Context: an optimization exercise on an open-source flow, tuned for small area and few clock cycles per item. The choices shown serve that exercise and are no tape-out recipe. In this exercise RTL edits were held to simulation tests only and were not proved equivalent to the original. No activity file was given, so power comes from the tool's default toggle rates.

Setup of v25:
// run_length_string_iterator
module run_length_string_iterator #(
	parameter int RUN_SLOTS  = 64,
	parameter int COUNT_BITS = 32
) (
	input  wire logic        clk,
	input  wire logic        arst_n,
	input  wire logic        s_tvalid,
	output logic             s_tready,
	input  wire logic [7:0]  s_tdata,    
	input  wire logic [1:0]  s_tuser,    
	output logic             m_tvalid,
	input  wire logic        m_tready,
	output logic      [15:0] m_tdata     
);
	logic       go;
	logic       res_go;
	logic       has_more;
	logic [5:0] cur_letter;
	logic       take_letter;
	logic       table_full;
	logic       p_valid;     
	logic       p_took;
	logic       p_full;
	logic       r_took;
	logic [5:0] r_letter;
	logic       r_more;
	logic       r_full;
	assign res_go   = p_valid && (!m_tvalid || m_tready);
	assign s_tready = !p_valid || res_go;
	assign go       = s_tvalid && s_tready;
	assign m_tdata  = {6'b0, r_full, r_more, r_took ? {2'b01, r_letter} : CHAR_SPACE};
	always_ff @(posedge clk or negedge arst_n) begin
		if (!arst_n) begin
			p_valid  <= 1'b0;
  ...
Size: about 7400 cells after synthesis, about 32 I/O pins, ~0.082 sq mm of cells after synthesis.
Settings: LEC_CHECK=0, CAP_MARGIN=20, CORE_MARGIN=2, CORE_UTILIZATION=40, CTS_BUF_LIST=sky130_fd_sc_hd__clkbuf_16, CTS_CLUSTER_DIAMETER=60, CTS_CLUSTER_SIZE=24, SLEW_MARGIN=20; clock period 10.0 ns.
run.sh (not shown) runs the stock make flow with config.mk's settings and CLKGATE_MAP_FILE= SYNTH_SCRIPT=/design/flow/synth_recipe.tcl, a recipe that flattens the netlist after the stock synthesis.
v25 ran to completion and came out clean on the timing, design-rule and antenna checks.
Testbench counts of v25, summed over its fixed seeds: cycles 48,369, items 48,353.
Modified inputs, v32 compared to v25
- CAP_MARGIN now 5, was 20
- SLEW_MARGIN now 5, was 20
==> flow/flow/run.sh (new file) <==
#!/bin/bash
set -o pipefail
export CTS_ARGS="-sink_clustering_enable -repair_clock_nets -buf_list sky130_fd_sc_hd__clkbuf_16 -sink_clustering_size 24 -sink_clustering_max_diameter 60 -dont_use_dummy_load"
bash standard.sh > standard.log 2>&1
==> flow/standard.sh (new file) <==
#!/bin/bash
# synth_recipe.tcl (not shown) runs the flow's synth.tcl, then flattens the netlist and writes it again
# the make line also repeats each setting of config.mk as NAME=value (left out here)
make -C /OpenROAD-flow-scripts/flow DESIGN_CONFIG=/design/flow/config.mk WORK_HOME=/design/flow/orfs CLKGATE_MAP_FILE= SYNTH_SCRIPT=/design/flow/synth_recipe.tcl "${@:-finish}"
removed: flow/run.sh
Although it ran to completion, v32 produced a layout that fails the final checks because of max-capacitance violations, max-slew violations. Diff v25 -> v32: minimum setup slack after placement shows a reduction of 21 ps, total power shows a reduction of 870 uW, final worst slack shows a reduction of 130 ps.
[inputs] v33 vs v32
- CTS_CLUSTER_DIAMETER: 60 -> unset
- CTS_CLUSTER_SIZE: 24 -> unset
- CAP_MARGIN: 5 -> 20
- SLEW_MARGIN: 5 -> 20
- CTS_BUF_LIST: sky130_fd_sc_hd__clkbuf_16 -> unset
==> flow/run.sh (new file) <==
#!/bin/bash
# synth_recipe.tcl (not shown) runs the flow's synth.tcl, then flattens the netlist and writes it again
# the make line also repeats each setting of config.mk as NAME=value (left out here)
make -C /OpenROAD-flow-scripts/flow DESIGN_CONFIG=/design/flow/config.mk WORK_HOME=/design/flow/orfs CLKGATE_MAP_FILE= SYNTH_SCRIPT=/design/flow/synth_recipe.tcl finish
removed: flow/flow/run.sh
removed: flow/standard.sh
Notes after the runs:
v33: flow completed, timing, DRC and antenna clean
v33 vs v32 — fraction of area in registers dropped 2.7 points.
v33 vs v32 on cell leakage power: v33 is the higher one.
Diff v32 -> v33 | final area | increase of 5.0%
The layout buffering overhead excluding clock cells of v32 and that of v33 are within noise of each other.
Inputs modified between v33 and v14:
- CTS_CLUSTER_DIAMETER: unset -> 60
- CTS_CLUSTER_SIZE: unset -> 24
- CTS_BUF_LIST: unset -> sky130_fd_sc_hd__clkbuf_16
==> flow/flow/run.sh (new file) <==
#!/bin/bash
set -o pipefail
export CTS_ARGS="-sink_clustering_enable -repair_clock_nets -buf_list sky130_fd_sc_hd__clkbuf_16 -sink_clustering_size 24 -sink_clustering_max_diameter 60 -dont_use_dummy_load"
bash standard.sh > standard.log 2>&1
==> flow/standard.sh (new file) <==
#!/bin/bash
# synth_recipe.tcl (not shown) runs the flow's synth.tcl, then flattens the netlist and writes it again
# the make line also repeats each setting of config.mk as NAME=value (left out here)
make -C /OpenROAD-flow-scripts/flow DESIGN_CONFIG=/design/flow/config.mk WORK_HOME=/design/flow/orfs CLKGATE_MAP_FILE= SYNTH_SCRIPT=/design/flow/synth_recipe.tcl "${@:-finish}"
removed: flow/run.sh
--- outcome ---
- In v14, the detailed-route vias per instance came out about 1.3% above the value in v33.
- [compare] base=v33 new=v14: area growth from synthesis to final layout lost 5.4 points, setup slack picked up an extra 37 ps, overall routed net length lost about 0.9%.
- Re number of non-filler instances in the completed layout: v14 and v33 aren't equal, and the lower value belongs to v14.
- v14: minimum hold slack is 35 ps lower than what v33 reported.
- Compared with v33, v14 ends up with a smaller final cell area.
- Portion of total power attributed to the clock network on v14 is down relative to v33.
- Re via count: v33 was higher than v14.
- Cmp v14 vs v33: worst reg2reg path depth lower in v14

## separate check: timing with driven ports
How much do the figures lean on ideal ports? The routed layouts below were timed once more, with nothing changed but the port constraints.
Step 1 assumes that a clkbuf_16 drives the clock port and a buf_2 every other input.
Step 2, shift: input delay + t, output delay - t, t = (earliest + latest rising clock arrival at the registers) / 2. This alone moves slack from input paths to output paths.
Three values: ideal, step 1, step 2; two values: the first two.
run	t (ns)	slack for setup (ns)	worst hold slack (ns)	worst slew at a driven data input, ns	pins driven straight from the clock port
v25	0.940	1.686 / 1.686 / 1.686	0.322 / 0.322 / 0.322	0.04	1
v32	0.906	1.558 / 1.558 / 1.558	0.281 / 0.281 / 0.281	0.04	1
v33	0.980	1.672 / 1.672 / 1.672	0.291 / 0.291 / 0.291	0.04	1
v14	0.902	1.709 / 1.709 / 1.709	0.256 / 0.256 / 0.256	0.04	1
